This design comes from an exercise in tuning for small area and a short achievable clock period on the open sky130 flow, not from production work.
Function was checked by simulation only, so behaviour that the tests miss may differ from the original.
Power and IR drop assume default switching activity.

File: flow/gen_mux.py
#!/usr/bin/env python3
"""Write gate-level (sky130_fd_sc_hd) versions of the purely combinational
modules trace_cnt_port, trace_rec_mux, trace_hold_inv, trace_cnt_next,
trace_classify, trace_cnt_rd and trace_sat_inc, and splice them into a design file in place of the RTL ones.
usage: gen_mux.py design_in.v design_out.v"""
import re, sys

P = 'sky130_fd_sc_hd__'

def cell(lines, kind, name, **pins):
    conn = ', '.join('.%s(%s)' % (k, v) for k, v in pins.items())
    lines.append('  %s%s %s (%s);' % (P, kind, name, conn))

def cnt_port():
    """Counter read port: sel decoded to a one-hot select twice (one copy per
    half of the output bits, to halve the select fanout), then per output bit
    an AND-OR of the 17 counters: a22oi pairs, and3 groups, and a final a31oi
    that also forces 0 while live is 0."""
    L = ['module trace_cnt_port (', '  input  wire [271:0] cnt,', '  input  wire [4:0]   sel,',
         '  input  wire         live,', '  output wire [15:0]  val', ');']
    L.append('  wire [4:0] sn;')
    L.append('  wire nlive;')
    cell(L, 'inv_2', 'u_nlive', A='live', Y='nlive')
    for i in range(5):
        cell(L, 'inv_2', 'u_sn%d' % i, A='sel[%d]' % i, Y='sn[%d]' % i)
    lit = lambda i, v: ('sel[%d]' % i) if v else ('sn[%d]' % i)
    for h in range(2):
        L.append('  wire [7:0] a%d;' % h)
        L.append('  wire [2:0] b%d;' % h)
        L.append('  wire [16:0] oh%d;' % h)
        for m in range(8):
            cell(L, 'nand3_2', 'u_a%d_%d' % (h, m), A=lit(0, m & 1), B=lit(1, (m >> 1) & 1),
                 C=lit(2, (m >> 2) & 1), Y='a%d[%d]' % (h, m))
        for j, (b3, b4) in enumerate([(0, 0), (1, 0), (0, 1)]):
            cell(L, 'nand2_2', 'u_b%d_%d' % (h, j), A=lit(3, b3), B=lit(4, b4),
                 Y='b%d[%d]' % (h, j))
        for k in range(17):
            cell(L, 'nor2_2', 'u_oh%d_%d' % (h, k), A='a%d[%d]' % (h, k % 8), B='b%d[%d]' % (h, k // 8),
                 Y='oh%d[%d]' % (h, k))
    for i in range(16):
        oh = 'oh%d' % (i // 8)
        L.append('  wire [8:0] t%d;' % i)
        L.append('  wire [2:0] u%d;' % i)
        c = lambda k: 'cnt[%d]' % (16 * k + i)
        for m in range(8):
            cell(L, 'a22oi_1', 'u_t%d_%d' % (i, m), A1='%s[%d]' % (oh, 2 * m), A2=c(2 * m),
                 B1='%s[%d]' % (oh, 2 * m + 1), B2=c(2 * m + 1), Y='t%d[%d]' % (i, m))
        cell(L, 'nand2_1', 'u_t%d_8' % i, A='%s[16]' % oh, B=c(16), Y='t%d[8]' % i)
        for g in range(3):
            cell(L, 'and3_1', 'u_u%d_%d' % (i, g), A='t%d[%d]' % (i, 3 * g),
                 B='t%d[%d]' % (i, 3 * g + 1), C='t%d[%d]' % (i, 3 * g + 2), X='u%d[%d]' % (i, g))
        cell(L, 'a31oi_2', 'u_o%d' % i, A1='u%d[0]' % i, A2='u%d[1]' % i, A3='u%d[2]' % i, B1='nlive',
             Y='val[%d]' % i)
    L.append('endmodule')
    return '\n'.join(L) + '\n'

def rec_mux():
    L = ['module trace_rec_mux (', '  input  wire [15*85-1:0] ent,', '  input  wire [14:0]      sel,',
         '  input  wire [84:0]      in,', '  input  wire             in_en,',
         '  output wire [84:0]      rec', ');']
    for b in range(85):
        L.append('  wire [5:0] x%d;' % b)
        L.append('  wire [1:0] y%d;' % b)
        terms = [('in_en', 'in[%d]' % b)] + [('sel[%d]' % k, 'ent[%d]' % (85 * k + b)) for k in range(15)]
        for g in range(5):
            (a1, a2), (b1, b2), (c1, c2) = terms[3 * g:3 * g + 3]
            cell(L, 'a222oi_1', 'u_x%d_%d' % (b, g), A1=a1, A2=a2, B1=b1, B2=b2, C1=c1, C2=c2,
                 Y='x%d[%d]' % (b, g))
        cell(L, 'nand2_1', 'u_x%d_5' % b, A=terms[15][0], B=terms[15][1], Y='x%d[5]' % b)
        for g in range(2):
            cell(L, 'nand3_1', 'u_y%d_%d' % (b, g), A='x%d[%d]' % (b, 3 * g), B='x%d[%d]' % (b, 3 * g + 1),
                 C='x%d[%d]' % (b, 3 * g + 2), Y='y%d[%d]' % (b, g))
        cell(L, 'or2_1', 'u_r%d' % b, A='y%d[0]' % b, B='y%d[1]' % b, X='rec[%d]' % b)
    L.append('endmodule')
    return '\n'.join(L) + '\n'

def hold_inv():
    """nxt = ~(en ? d : q), one a22oi per bit."""
    L = ['module trace_hold_inv (', '  input  wire        en,', '  input  wire [84:0] d,',
         '  input  wire [84:0] q,', '  output wire [84:0] nxt', ');', '  wire en_n;']
    cell(L, 'inv_2', 'u_en_n', A='en', Y='en_n')
    for b in range(85):
        cell(L, 'a22oi_1', 'u_n%d' % b, A1='en', A2='d[%d]' % b, B1='en_n', B2='q[%d]' % b,
             Y='nxt[%d]' % b)
    L.append('endmodule')
    return '\n'.join(L) + '\n'

def cnt_next():
    """d = we & nxt | keep & q, one a22o per bit."""
    L = ['module trace_cnt_next (', '  input  wire        we,', '  input  wire        keep,',
         '  input  wire [15:0] nxt,', '  input  wire [15:0] q,', '  output wire [15:0] d', ');']
    for b in range(16):
        cell(L, 'a22o_1', 'u_d%d' % b, A1='we', A2='nxt[%d]' % b, B1='keep', B2='q[%d]' % b,
             X='d[%d]' % b)
    L.append('endmodule')
    return '\n'.join(L) + '\n'

def classify():
    """One-hot class: R-type funct matches nor3(nand3 low, nand3 high, ~rt);
    I-type opcode matches nor2(nand3 low, nand3 high); the unknown class as
    rt & no funct match | ~rt & no opcode match."""
    L = ['module trace_classify (', '  input  wire [5:0]  opcode,', '  input  wire [5:0]  funct,',
         '  output wire [16:0] dec', ');', '  wire [5:0] opn, fnn;', '  wire r1, r2, rt, nrt;']
    for i in range(6):
        cell(L, 'inv_1', 'u_opn%d' % i, A='opcode[%d]' % i, Y='opn[%d]' % i)
        cell(L, 'inv_1', 'u_fnn%d' % i, A='funct[%d]' % i, Y='fnn[%d]' % i)
    cell(L, 'nor3_1', 'u_r1', A='opcode[0]', B='opcode[1]', C='opcode[2]', Y='r1')
    cell(L, 'nor3_1', 'u_r2', A='opcode[3]', B='opcode[4]', C='opcode[5]', Y='r2')
    cell(L, 'and2_1', 'u_rt', A='r1', B='r2', X='rt')
    cell(L, 'nand2_1', 'u_nrt', A='r1', B='r2', Y='nrt')
    halves = {}
    def half(sig, neg, v, lo):
        key = (sig, v, lo)
        if key not in halves:
            n = 'h_%s_%d_%d' % (sig, v, lo)
            L.append('  wire %s;' % n)
            bits = range(0, 3) if lo else range(3, 6)
            lits = [('%s[%d]' % (sig, b)) if (v >> b) & 1 else ('%s[%d]' % (neg, b)) for b in bits]
            cell(L, 'nand3_1', 'u_' + n, A=lits[0], B=lits[1], C=lits[2], Y=n)
            halves[key] = n
        return halves[key]
    fns = [32, 34, 36, 37, 2, 42, 8, 0, 27, 16, 18]
    ops = [35, 43, 13, 4, 2]
    L.append('  wire [10:0] fm;')
    L.append('  wire [4:0] om;')
    for k, v in enumerate(fns):
        a, b = half('funct', 'fnn', v, True), half('funct', 'fnn', v, False)
        cell(L, 'nor3_1', 'u_dec%d' % k, A=a, B=b, C='nrt', Y='dec[%d]' % k)
        cell(L, 'nor2_1', 'u_fm%d' % k, A=a, B=b, Y='fm[%d]' % k)
    for j, v in enumerate(ops):
        a, b = half('opcode', 'opn', v, True), half('opcode', 'opn', v, False)
        cell(L, 'nor2_1', 'u_dec%d' % (11 + j), A=a, B=b, Y='dec[%d]' % (11 + j))
        cell(L, 'nor2_1', 'u_om%d' % j, A=a, B=b, Y='om[%d]' % j)
    L.append('  wire [3:0] nf;')
    L.append('  wire [1:0] no;')
    L.append('  wire nfany, nopany;')
    cell(L, 'nor3_1', 'u_nf0', A='fm[0]', B='fm[1]', C='fm[2]', Y='nf[0]')
    cell(L, 'nor3_1', 'u_nf1', A='fm[3]', B='fm[4]', C='fm[5]', Y='nf[1]')
    cell(L, 'nor3_1', 'u_nf2', A='fm[6]', B='fm[7]', C='fm[8]', Y='nf[2]')
    cell(L, 'nor2_1', 'u_nf3', A='fm[9]', B='fm[10]', Y='nf[3]')
    cell(L, 'and4_1', 'u_nfany', A='nf[0]', B='nf[1]', C='nf[2]', D='nf[3]', X='nfany')
    cell(L, 'nor3_1', 'u_no0', A='om[0]', B='om[1]', C='om[2]', Y='no[0]')
    cell(L, 'nor2_1', 'u_no1', A='om[3]', B='om[4]', Y='no[1]')
    cell(L, 'and2_1', 'u_nopany', A='no[0]', B='no[1]', X='nopany')
    cell(L, 'a22o_1', 'u_dec16', A1='rt', A2='nfany', B1='nrt', B2='nopany', X='dec[16]')
    L.append('endmodule')
    return '\n'.join(L) + '\n'

def cnt_rd():
    """cur = live & OR_k dec[k] & cnt[k]: a22oi pairs, two and4, and the
    class-16 term and live in a final a31oi."""
    L = ['module trace_cnt_rd (', '  input  wire [271:0] cnt,', '  input  wire [16:0]  dec,',
         '  input  wire         live,', '  output wire [15:0]  cur', ');', '  wire nlive;']
    cell(L, 'inv_1', 'u_nlive', A='live', Y='nlive')
    for i in range(16):
        L.append('  wire [8:0] t%d;' % i)
        L.append('  wire [1:0] u%d;' % i)
        c = lambda k: 'cnt[%d]' % (16 * k + i)
        for m in range(8):
            cell(L, 'a22oi_1', 'u_t%d_%d' % (i, m), A1='dec[%d]' % (2 * m), A2=c(2 * m),
                 B1='dec[%d]' % (2 * m + 1), B2=c(2 * m + 1), Y='t%d[%d]' % (i, m))
        cell(L, 'nand2_1', 'u_t%d_8' % i, A='dec[16]', B=c(16), Y='t%d[8]' % i)
        for g in range(2):
            cell(L, 'and4_1', 'u_u%d_%d' % (i, g), A='t%d[%d]' % (i, 4 * g), B='t%d[%d]' % (i, 4 * g + 1),
                 C='t%d[%d]' % (i, 4 * g + 2), D='t%d[%d]' % (i, 4 * g + 3), X='u%d[%d]' % (i, g))
        cell(L, 'a31oi_1', 'u_o%d' % i, A1='u%d[0]' % i, A2='u%d[1]' % i, A3='t%d[8]' % i, B1='nlive',
             Y='cur[%d]' % i)
    L.append('endmodule')
    return '\n'.join(L) + '\n'

def sat_inc():
    """nxt = (cur + 1) | all ones when cur is all ones; two-level AND carries."""
    L = ['module trace_sat_inc (', '  input  wire [15:0] cur,', '  output wire [15:0] nxt', ');',
         '  wire [16:1] c;', '  wire [15:0] s;', '  wire [3:0] g;', '  wire all1;']
    x = lambda i: 'cur[%d]' % i
    for q in range(4):
        cell(L, 'and4_1', 'u_g%d' % q, A=x(4 * q), B=x(4 * q + 1), C=x(4 * q + 2), D=x(4 * q + 3),
             X='g[%d]' % q)
    # prefix within a group: p[q][j] = AND of cur[4q .. 4q+j]
    pre = {}
    for q in range(4):
        pre[(q, 0)] = x(4 * q)
        L.append('  wire [2:1] p%d;' % q)
        cell(L, 'and2_1', 'u_p%d_1' % q, A=x(4 * q), B=x(4 * q + 1), X='p%d[1]' % q)
        cell(L, 'and3_1', 'u_p%d_2' % q, A=x(4 * q), B=x(4 * q + 1), C=x(4 * q + 2), X='p%d[2]' % q)
        pre[(q, 1)] = 'p%d[1]' % q
        pre[(q, 2)] = 'p%d[2]' % q
        pre[(q, 3)] = 'g[%d]' % q
    for i in range(1, 17):
        q, j = (i - 1) // 4, (i - 1) % 4
        ins = ['g[%d]' % r for r in range(q)] + [pre[(q, j)]]
        if len(ins) == 1:
            L.append('  assign c[%d] = %s;' % (i, ins[0]))
        else:
            kind = {2: 'and2_1', 3: 'and3_1', 4: 'and4_1'}[len(ins)]
            cell(L, kind, 'u_c%d' % i, X='c[%d]' % i, **dict(zip('ABCD', ins)))
    L.append('  assign all1 = c[16];')
    cell(L, 'inv_1', 'u_s0', A=x(0), Y='s[0]')
    for i in range(1, 16):
        cell(L, 'xor2_1', 'u_s%d' % i, A=x(i), B='c[%d]' % i, X='s[%d]' % i)
    for i in range(16):
        cell(L, 'or2_1', 'u_n%d' % i, A='s[%d]' % i, B='all1', X='nxt[%d]' % i)
    L.append('endmodule')
    return '\n'.join(L) + '\n'

def splice(src, name, body):
    m = re.search(r'^module\s+%s\b.*?^endmodule\b[^\n]*\n' % name, src, re.S | re.M)
    if not m:
        sys.exit('module %s not found' % name)
    return src[:m.start()] + body + src[m.end():]

if __name__ == '__main__':
    src = open(sys.argv[1]).read()
    src = splice(src, 'trace_cnt_port', cnt_port())
    src = splice(src, 'trace_rec_mux', rec_mux())
    for name, gen in (('trace_hold_inv', hold_inv), ('trace_cnt_next', cnt_next),
                      ('trace_classify', classify), ('trace_cnt_rd', cnt_rd),
                      ('trace_sat_inc', sat_inc)):
        if re.search(r'^module\s+%s\b' % name, src, re.M):
            src = splice(src, name, gen())
    open(sys.argv[2], 'w').write(src)
File: design.v
package trace_pkg;
  localparam int CLS_W   = 5;
  localparam int NUM_CLS = 17;
endpackage
module trace_classify (
  input  logic [5:0]  opcode,
  input  logic [5:0]  funct,
  output logic [16:0] dec
);
  logic rt;
  assign rt      = (opcode == 6'd0);
  assign dec[0]  = rt & (funct == 6'd32);
  assign dec[1]  = rt & (funct == 6'd34);
  assign dec[2]  = rt & (funct == 6'd36);
  assign dec[3]  = rt & (funct == 6'd37);
  assign dec[4]  = rt & (funct == 6'd2);
  assign dec[5]  = rt & (funct == 6'd42);
  assign dec[6]  = rt & (funct == 6'd8);
  assign dec[7]  = rt & (funct == 6'd0);
  assign dec[8]  = rt & (funct == 6'd27);
  assign dec[9]  = rt & (funct == 6'd16);
  assign dec[10] = rt & (funct == 6'd18);
  assign dec[11] = (opcode == 6'd35);
  assign dec[12] = (opcode == 6'd43);
  assign dec[13] = (opcode == 6'd13);
  assign dec[14] = (opcode == 6'd4);
  assign dec[15] = (opcode == 6'd2);
  assign dec[16] = ~|dec[15:0];
endmodule
module trace_cls_enc (
  input  logic [16:0] dec,
  output logic [4:0]  cls
);
  always_comb begin
    cls = 5'd0;
    for (int k = 0; k < 17; k++)
      if (dec[k]) cls = cls | 5'(k);
  end
endmodule
module trace_cnt_rd (
  input  logic [271:0] cnt,
  input  logic [16:0]  dec,
  input  logic         live,
  output logic [15:0]  cur
);
  always_comb begin
    cur = '0;
    for (int k = 0; k < 17; k++)
      cur = cur | (cnt[16*k +: 16] & {16{dec[k] & live}});
  end
endmodule
module trace_sat_inc (
  input  logic [15:0] cur,
  output logic [15:0] nxt
);
  assign nxt = (cur + 16'd1) | {16{&cur}};
endmodule
module trace_cnt_next (
  input  logic        we,
  input  logic        keep,
  input  logic [15:0] nxt,
  input  logic [15:0] q,
  output logic [15:0] d
);
  assign d = (nxt & {16{we}}) | (q & {16{keep}});
endmodule
module trace_cnt_port (
  input  logic [271:0] cnt,
  input  logic [4:0]   sel,
  input  logic         live,
  output logic [15:0]  val
);
  always_comb begin
    val = '0;
    for (int k = 0; k < 17; k++)
      val = val | (cnt[16*k +: 16] & {16{(sel == 5'(k)) & live}});
  end
endmodule
module trace_fifo (
  input  logic        clk,
  input  logic        rst,
  input  logic        clr,
  input  logic        push,
  input  logic        ready,
  input  logic [84:0] wdata,
  output logic        valid,
  output logic [84:0] rdata,
  output logic [4:0]  level,
  output logic        overflow,
  output logic [15:0] drop_cnt
);
  logic [84:0] head_q;
  logic [84:0] buf_q [15];
  logic [84:0] head_d, head_nxt;
  logic [84:0] x;
  logic        phase_q;
  logic [3:0]  bw_q, br_q;
  logic [4:0]  lvl_q;
  logic        ovf_q;
  logic [15:0] drop_q;
  logic        full, pop, acc, drop;
  logic        lvl0, lvl1;
  logic        head_in, head_buf, buf_wr;
  assign valid    = |lvl_q;
  assign full     = lvl_q[4];
  assign lvl0     = ~valid;
  assign lvl1     = (lvl_q == 5'd1);
  assign pop      = valid & ready & ~clr;
  assign acc      = push & ~clr & (~full | ready);
  assign drop     = push & ~clr & full & ~ready;
  assign level    = lvl_q;
  assign overflow = ovf_q;
  assign drop_cnt = drop_q;
  assign rdata    = head_q ~^ {85{phase_q}};
  assign x        = wdata ~^ {85{phase_q}};
  assign head_in  = acc & (lvl0 | (lvl1 & pop));
  assign head_buf = pop & ~lvl0 & ~lvl1;
  assign buf_wr   = acc & ~head_in;
  always_ff @(posedge clk or negedge rst) begin
    if (!rst) begin
      bw_q   <= '0;
      br_q   <= '0;
      lvl_q  <= '0;
      ovf_q  <= 1'b0;
      drop_q <= '0;
    end else if (clr) begin
      bw_q   <= '0;
      br_q   <= '0;
      lvl_q  <= '0;
      ovf_q  <= 1'b0;
      drop_q <= '0;
    end else begin
      if (buf_wr)   bw_q <= (bw_q == 4'd14) ? 4'd0 : bw_q + 4'd1;
      if (head_buf) br_q <= (br_q == 4'd14) ? 4'd0 : br_q + 4'd1;
      if (acc & ~pop) lvl_q <= lvl_q + 5'd1;
      else if (pop & ~acc) lvl_q <= lvl_q - 5'd1;
      if (drop) begin
        ovf_q <= 1'b1;
        if (drop_q != 16'hffff) drop_q <= drop_q + 16'd1;
      end
    end
  end
  always_ff @(posedge clk or negedge rst) begin
    if (!rst) phase_q <= 1'b0;
    else      phase_q <= ~phase_q;
  end
  for (genvar k = 0; k < 15; k++) begin : g_ent
    logic [84:0] nxt;
    trace_hold_inv u_hold (
      .en  (buf_wr && bw_q == 4'(k)),
      .d   (x),
      .q   (buf_q[k]),
      .nxt (nxt)
    );
    always_ff @(posedge clk) buf_q[k] <= nxt;
  end
  logic [15*85-1:0] buf_flat;
  logic [14:0]      rsel;
  for (genvar k = 0; k < 15; k++) begin : g_rd
    assign buf_flat[85*k +: 85] = buf_q[k];
    assign rsel[k] = head_buf & (br_q == 4'(k));
  end
  trace_rec_mux u_rmux (
    .ent   (buf_flat),
    .sel   (rsel),
    .in    (x),
    .in_en (head_in),
    .rec   (head_d)
  );
  trace_hold_inv u_hhold (
    .en  (head_in | head_buf),
    .d   (head_d),
    .q   (head_q),
    .nxt (head_nxt)
  );
  always_ff @(posedge clk) head_q <= head_nxt;
endmodule
module trace_rec_mux (
  input  logic [15*85-1:0] ent,
  input  logic [14:0]      sel,
  input  logic [84:0]      in,
  input  logic             in_en,
  output logic [84:0]      rec
);
  always_comb begin
    rec = in & {85{in_en}};
    for (int k = 0; k < 15; k++)
      rec = rec | (ent[85*k +: 85] & {85{sel[k]}});
  end
endmodule
module trace_hold_inv (
  input  logic        en,
  input  logic [84:0] d,
  input  logic [84:0] q,
  output logic [84:0] nxt
);
  assign nxt = ~(en ? d : q);
endmodule
import trace_pkg::*;
module instr_trace_unit #(
  parameter int PC_W     = 32,
  parameter int DATA_W   = 32,
  parameter int DEPTH    = 16,
  parameter int STAMP_W  = 16,
  parameter int CNT_W    = 16,
  parameter int OVR_MODE = 0
) (
  input  logic                   clk,
  input  logic                   rst,
  input  logic                   en,
  input  logic                   clr,
  input  logic                   ret_valid,
  input  logic [PC_W-1:0]        ret_pc,
  input  logic [5:0]             ret_opcode,
  input  logic [5:0]             ret_funct,
  input  logic [DATA_W-1:0]      ret_wd,
  output logic                   tr_valid,
  input  logic                   tr_ready,
  output logic [PC_W-1:0]        tr_pc,
  output logic [4:0]             tr_class,
  output logic [DATA_W-1:0]      tr_wd,
  output logic [STAMP_W-1:0]     tr_stamp,
  output logic [$clog2(DEPTH):0] level,
  output logic                   overflow,
  output logic [CNT_W-1:0]       drop_cnt,
  input  logic [4:0]             cnt_sel,
  output logic [CNT_W-1:0]       cnt_val
);
  logic [15:0] stamp_q;
  logic        live_q;
  logic        push;
  logic [16:0] dec;
  logic [4:0]  cls;
  logic [84:0] rec_out;
  always_ff @(posedge clk or negedge rst) begin
    if (!rst) stamp_q <= '0;
    else      stamp_q <= stamp_q + 16'd1;
  end
  always_ff @(posedge clk or negedge rst) begin
    if (!rst) live_q <= 1'b0;
    else      live_q <= 1'b1;
  end
  assign push = en & ret_valid;
  trace_classify u_cls (
    .opcode (ret_opcode),
    .funct  (ret_funct),
    .dec    (dec)
  );
  trace_cls_enc u_enc (
    .dec (dec),
    .cls (cls)
  );
  logic [15:0]  cnt_q [17];
  logic [271:0] cnt_flat;
  logic [15:0]  cur, nxt;
  logic         wr, zero;
  for (genvar k = 0; k < 17; k++) begin : g_flat
    assign cnt_flat[16*k +: 16] = cnt_q[k];
  end
  trace_cnt_rd u_crd (
    .cnt  (cnt_flat),
    .dec  (dec),
    .live (live_q),
    .cur  (cur)
  );
  trace_sat_inc u_inc (
    .cur (cur),
    .nxt (nxt)
  );
  assign wr   = push & ~clr;
  assign zero = clr | ~live_q;
  for (genvar k = 0; k < 17; k++) begin : g_cnt
    logic        we, keep;
    logic [15:0] d;
    assign we   = wr & dec[k];
    assign keep = ~we & ~zero;
    trace_cnt_next u_next (
      .we   (we),
      .keep (keep),
      .nxt  (nxt),
      .q    (cnt_q[k]),
      .d    (d)
    );
    always_ff @(posedge clk) cnt_q[k] <= d;
  end
  trace_cnt_port u_cport (
    .cnt  (cnt_flat),
    .sel  (cnt_sel),
    .live (live_q),
    .val  (cnt_val)
  );
  trace_fifo u_fifo (
    .clk      (clk),
    .rst      (rst),
    .clr      (clr),
    .push     (push),
    .ready    (tr_ready),
    .wdata    ({stamp_q, ret_pc, cls, ret_wd}),
    .valid    (tr_valid),
    .rdata    (rec_out),
    .level    (level),
    .overflow (overflow),
    .drop_cnt (drop_cnt)
  );
  assign {tr_stamp, tr_pc, tr_class, tr_wd} = rec_out;
endmodule
File: config.mk
export PLATFORM = sky130hd
export DESIGN_NAME = instr_trace_unit
export DESIGN_NICKNAME = instr_trace_unit
export VERILOG_FILES = /design/flow/design.v
export SDC_FILE = /design/flow/constraint.sdc
export NUM_CORES = 4
export LEC_CHECK = 0
export CAP_MARGIN = 20
export CORE_MARGIN = 2
export CORE_UTILIZATION = 65
export PLACE_DENSITY = 0.8
export SETUP_SLACK_MARGIN = 1.9
export SLEW_MARGIN = 20
export SYNTH_HIERARCHICAL = 1
export TNS_END_PERCENT = 100
File: standard.sh
#!/bin/bash
# synth_recipe.tcl (not shown) runs the flow's synth.tcl, then flattens the netlist and writes it again
# the make line also repeats each setting of config.mk as NAME=value (left out here)
make -C /OpenROAD-flow-scripts/flow DESIGN_CONFIG=/design/flow/config.mk WORK_HOME=/design/flow/orfs CLKGATE_MAP_FILE= SYNTH_SCRIPT=/design/flow/synth_recipe.tcl "${@:-finish}"
File: flow/cts_args.txt
-sink_clustering_enable -repair_clock_nets -dont_use_dummy_load -sink_clustering_size 25 -sink_clustering_max_diameter 70 -buf_list sky130_fd_sc_hd__clkbuf_16
File: constraint.sdc
create_clock -name core_clock -period 5.5 [get_ports {clk}]
set_input_delay 1.1000 -clock core_clock [delete_from_list [all_inputs] [get_ports {clk}]]
set_output_delay 1.1000 -clock core_clock [all_outputs]
set_load 0.01 [all_outputs]
File: flow/run.sh
#!/bin/bash
# Own layout flow: the standard ORFS flow (standard.sh), with these
# changes passed as make variables:
#  - the purely combinational modules (no registers) trace_classify,
#    trace_cnt_rd, trace_sat_inc, trace_cnt_next, trace_cnt_port,
#    trace_rec_mux and trace_hold_inv are given as hand-mapped sky130 gate
#    netlists written by flow/gen_mux.py, in place of their RTL;
#  - slow 4-high-stack OR/NOR cells and low-power inverters are added to
#    the don't-use list, for
#    synthesis and for the resizer alike;
#  - ports are buffered with the smallest buffer (the resizer upsizes any
#    that timing needs) instead of a delay cell;
#  - clock tree synthesis inserts no dummy loads (flow/cts_args.txt).
# Each step's full output goes to a log file in the folder this runs in.
set -euo pipefail
python3 flow/gen_mux.py design.v design_mapped.v > gen_mux.log 2>&1
PLAT="sky130_fd_sc_hd__probe_p_8 sky130_fd_sc_hd__probec_p_8 sky130_fd_sc_hd__lpflow_bleeder_1 sky130_fd_sc_hd__lpflow_clkbufkapwr_1 sky130_fd_sc_hd__lpflow_clkbufkapwr_16 sky130_fd_sc_hd__lpflow_clkbufkapwr_2 sky130_fd_sc_hd__lpflow_clkbufkapwr_4 sky130_fd_sc_hd__lpflow_clkbufkapwr_8 sky130_fd_sc_hd__lpflow_clkinvkapwr_1 sky130_fd_sc_hd__lpflow_clkinvkapwr_16 sky130_fd_sc_hd__lpflow_clkinvkapwr_2 sky130_fd_sc_hd__lpflow_clkinvkapwr_4 sky130_fd_sc_hd__lpflow_clkinvkapwr_8 sky130_fd_sc_hd__lpflow_decapkapwr_12 sky130_fd_sc_hd__lpflow_decapkapwr_3 sky130_fd_sc_hd__lpflow_decapkapwr_4 sky130_fd_sc_hd__lpflow_decapkapwr_6 sky130_fd_sc_hd__lpflow_decapkapwr_8 sky130_fd_sc_hd__lpflow_inputiso0n_1 sky130_fd_sc_hd__lpflow_inputiso0p_1 sky130_fd_sc_hd__lpflow_inputiso1n_1 sky130_fd_sc_hd__lpflow_inputiso1p_1 sky130_fd_sc_hd__lpflow_inputisolatch_1 sky130_fd_sc_hd__lpflow_isobufsrc_1 sky130_fd_sc_hd__lpflow_isobufsrc_16 sky130_fd_sc_hd__lpflow_isobufsrc_2 sky130_fd_sc_hd__lpflow_isobufsrc_4 sky130_fd_sc_hd__lpflow_isobufsrc_8 sky130_fd_sc_hd__lpflow_isobufsrckapwr_16 sky130_fd_sc_hd__lpflow_lsbuf_lh_hl_isowell_tap_1 sky130_fd_sc_hd__lpflow_lsbuf_lh_hl_isowell_tap_2 sky130_fd_sc_hd__lpflow_lsbuf_lh_hl_isowell_tap_4 sky130_fd_sc_hd__lpflow_lsbuf_lh_isowell_4 sky130_fd_sc_hd__lpflow_lsbuf_lh_isowell_tap_1 sky130_fd_sc_hd__lpflow_lsbuf_lh_isowell_tap_2 sky130_fd_sc_hd__lpflow_lsbuf_lh_isowell_tap_4"
SLOW=""
for c in or4 or4b or4bb nor4 nor4b nor4bb; do
  for s in 1 2 4; do SLOW="$SLOW sky130_fd_sc_hd__${c}_${s}"; done
done
SLOW="$SLOW sky130_fd_sc_hd__clkinvlp_2 sky130_fd_sc_hd__clkinvlp_4"
VARS=(
  "VERILOG_FILES=$PWD/design_mapped.v"
  "DONT_USE_CELLS=$PLAT$SLOW"
  "BUFFER_PORTS_ARGS=-buffer_cell sky130_fd_sc_hd__buf_1"
)
if [[ -f flow/cts_args.txt ]]; then VARS+=("CTS_ARGS=$(cat flow/cts_args.txt)"); fi
bash standard.sh synth "${VARS[@]}" > synth.log 2>&1
bash standard.sh finish "${VARS[@]}" > layout.log 2>&1
==> results.cfg <==
[critical_path]
critPathCaptureType = output pin
crit_fanout = 8
crit_path_max_incr_delay_ns = 0.41
cp_data_required_time_ns = 4.40
cp_num_cells = 9
worst-path-buf-inv = 4
path_class = input port to output pin
r2r_cells = 9
critPathTopFamily = buffers and inverters
slowest_stage = a22oi_2
worstPathArrival_ns = 2.65
crit_chain = buf_8, clkinv_8, nand2_8, nor2_4, buf_12, a22oi_2, and3_4, a31oi_4, buf_6
start_kind = input port

[route]
avgRoutedWirePerCell_um = 32.4
routed_wl_um = 225000
drc = 0
first_pass_iters = 14
drtIter0Drc = 13267
ant_nets = 0
dr_total_vias = 56873
via_per_inst = 8.17

[synth]
yosysWarnings = 13
synth_area_um2 = 60300
ys_seq_area_share_pct = 56.2
ys.flop_type = dfxtp_1
ys_types = 76
synth_edf_count = 0
syn-num-nets = 5312
syn_avg_cell_area_um2 = 11.6
synthArstFlopShare_pct = 2.86
synth_seq_cells = 1680
syn-instance-count = 5219

[placed_design]
dpl.cell_count = 6826
gp_congestion = 0.988
place_hpwl_um = 111000
io_buffers = 210

[worst_hold_path]
hold_class = input port to async pin

[floorplan]
dieArea_um2 = 95200
ios = 211
dieWidth_um = 309
die_y_um = 309
start_util_pct = 65.7
core-area_um2 = 91800
row_count = 111

[grt]
grt_pass1_wl_um = 327000
grt_pass1_vias = 53325
overflow = 0
grt_use_total_pct = 44.3
antenna_found_initial = 1
grt_start_max_net_pins = 86

[finish]
seq_area_um2 = 33900
multi_input_area_um2 = 27200
area_growth_pct = 13.8
fillers = 6281
layout.cells.non_filler = 6964
final_cell_mix = dfxtp_1 (1,632), a22oi_1 (1,599), a222oi_1 (425)
final_common_cell = dfxtp_1
final_layout_size_suffix_gt1_share_pct = 10.9
fin_nets = 5814

[clocking]
cts_tree = yes
clockBufferDepth = 3
cts_buffers = 81
root_buffer = clkbuf_16
clock-sinks = 1680
insertion_delay_ns = 0.70
cts.htree.levels = 3
path_clk_slew_ns = 0.09

[pwr]
switching_share_pct = 27.9
p_int_w = 0.0171
power_density_nw_per_um2 = 345
pwr-share-clk_pct = 27.2
p_seq_share_pct = 58.0
pwr-share-comb_pct = 14.8
vdd_drop_max_mv = 0.367
power_leakage_nw = 23.8
switching_power_w = 0.00661

[timing]
finalCritPeriodShare_pct = 68.2
slew_viol_final = 0
finalSetupViolations = 0
final_hold_viol_count = 0
period_minus_slack_ns = 3.75
final.setup.tns_ns = 0
max_freq_mhz = 267
clock_skew_ns = 0.0730
max_slew_margin_pct = 13.5
grt_setup_unrepaired = yes
worst_pin_slew_ns = 1.30

[flow_run]
drv_cap = 0

[run_status]
status = finished clean
## synthesized netlist by cell type, types with 3 or more instances
cell type,count,share of area (%)
a21oi_1,31,0.26
a222oi_1,425,7.1
a22o_1,274,4.0
a22oi_1,1616,20
a31oi_1,18,0.19
a31oi_2,16,0.33
and2_1,30,0.31
and3_1,59,0.61
and4_1,47,0.68
buf_2,21,0.17
buf_4,3,0.037
buf_6,4,0.075
clkbuf_1,14,0.087
dfrtp_1,48,2.0
dfxtp_1,1632,54
ha_1,6,0.12
inv_1,25,0.16
inv_2,22,0.14
mux2_2,5,0.093
nand2_1,137,0.85
nand2_2,6,0.062
nand2b_1,5,0.052
nand3_1,213,1.8
nand3_2,16,0.27
nand3b_1,3,0.037
nand4_1,17,0.18
nand4b_1,5,0.073
nor2_1,68,0.42
nor2_2,35,0.36
nor2b_1,6,0.062
nor3_1,36,0.30
o21ai_0,13,0.11
o311ai_0,5,0.073
o31ai_1,3,0.037
o41ai_1,5,0.073
or2_1,101,1.0
or2_2,5,0.052
or3_1,4,0.041
xnor2_1,182,2.6
xor2_1,17,0.25
## power groups by stage
stage | Clock, W | Sequential, W | Combinational [W]
global placement | 0 | 0.0139 | 0.00320
CTS | 0.00640 | 0.0137 | 0.00336
detailed placement | 0 | 0.0140 | 0.00328
finish | 0.00644 | 0.0137 | 0.00350
global route | 0.00683 | 0.0138 | 0.00369
floorplan | 0 | 0.0138 | 0.00209
## Yosys stat by module, one instance, submodules excluded
module	cells inside	flops+latches	copies in the design
instr_trace_unit	371	289	1
trace_classify	89	0	1
trace_cls_enc	16	0	1
trace_cnt_next	16	0	17
trace_cnt_port	270	0	1
trace_cnt_rd	193	0	1
trace_fifo	1811	1391	1
trace_hold_inv	86	0	16
trace_rec_mux	765	0	1
trace_sat_inc	56	0	1
## state kept, by name (all words and copies together), names as in the netlist
| register | count |
|---|---|
| live_q | 1 |
| u_fifo.lvl_q | 5 |
| u_fifo.ovf_q | 1 |
| stamp_q | 16 |
| u_fifo.head_q | 85 |
| cnt_q | 272 |
| u_fifo.phase_q | 1 |
| u_fifo.drop_q | 16 |
| u_fifo.buf_q | 1275 |
| u_fifo.br_q | 4 |
| u_fifo.bw_q | 4 |
## cells by family after synthesis
group,after synthesis,synth area share (%)
AO/OA/AOI/OAI,2429,32.6
flip-flops,1680,56.2
AND/OR/NAND/NOR,805,7.37
XOR/XNOR,200,2.93
buffers and inverters,92,0.689
adder cells (fa/ha/maj),6,0.125
multiplexers,6,0.110
other,1,0.00622
## metrics by stage
stage               total power, W  hold slack [ns]  worst slack, ns  utilization [%]  instance area (um^2)
floorplan                   0.0159            0.415            0.351                -                 60400
global placement            0.0171            0.425            0.515             70.5                 64700
detailed placement          0.0172            0.430            0.398             70.5                 64700
CTS                         0.0234            0.417             1.90             73.7                 67700
global route                0.0243            0.438             1.81             74.8                 68600
finish                      0.0237            0.427             1.75             74.8                 68600
## cell type report
class	count	share of cell area [%]
Multi-Input combinational cell	3448	39.6
Clock buffer	81	2.95
Timing Repair Buffer	463	5.38
Antenna cell	2	0.00729
Sequential cell	1680	49.4
Inverter	47	0.463
Tap cell	1243	2.27
## layer usage
layer  share of wire, %  track usage, %
met1                 35            57.8
met2                 43            66.2
met3                 15            12.1
met4                6.8            25.9
met5             0.0058               0
## what timing repair did
| item | 4_1_cts | 5_1_grt |
|---|---|---|
| pin swaps | 45 | 51 |
| resized for setup | 153 | 124 |
| gates cloned | 1 | 5 |
| setup endpoints to repair | 409 | 510 |
| setup buffers | 21 | 28 |
| hold buffers | 0 | 0 |
## worst paths after layout
kind	start	to	slack, ns
setup / recovery	cnt_sel[4]	cnt_val[8]	1.75
hold / removal	rst	stamp_q[1]	0.43
setup reg to reg	u_fifo.lvl_q[1]	u_fifo.buf_q[0][50]	2.01
hold reg to reg	u_fifo.buf_q[14][66]	u_fifo.buf_q[14][66]	0.44
max in group asynchronous	rst	u_fifo.ovf_q	4.10
min in group core_clock	u_fifo.buf_q[14][66]	u_fifo.buf_q[14][66]	0.44

==> port drivers added, routing unchanged <==
Ports are ideal in the flow. The routed layout listed here was re-timed in OpenROAD. Step 1, drivers: a clkbuf_16 drives clk and a buf_2 each remaining input, both assumed. Step 2 moves the port delays by t, midway between the first and last clock arrival at a register: inputs arrive t later, outputs are due t later. That takes back most of the time a late clock gives input paths. Three values: ideal, step 1, step 2; two values: the first two.
shift t [ns]: 0.734
slack for setup (ns): 1.748 / 1.696 / 1.156
worst hold slack (ns): 0.427 / 0.376 / 0.442
cell pins on the clock port's net: 1
After both steps setup and hold are still met in this run. The setup slack of this run moves by -0.052 ns with the drivers and by -0.592 ns with both steps.
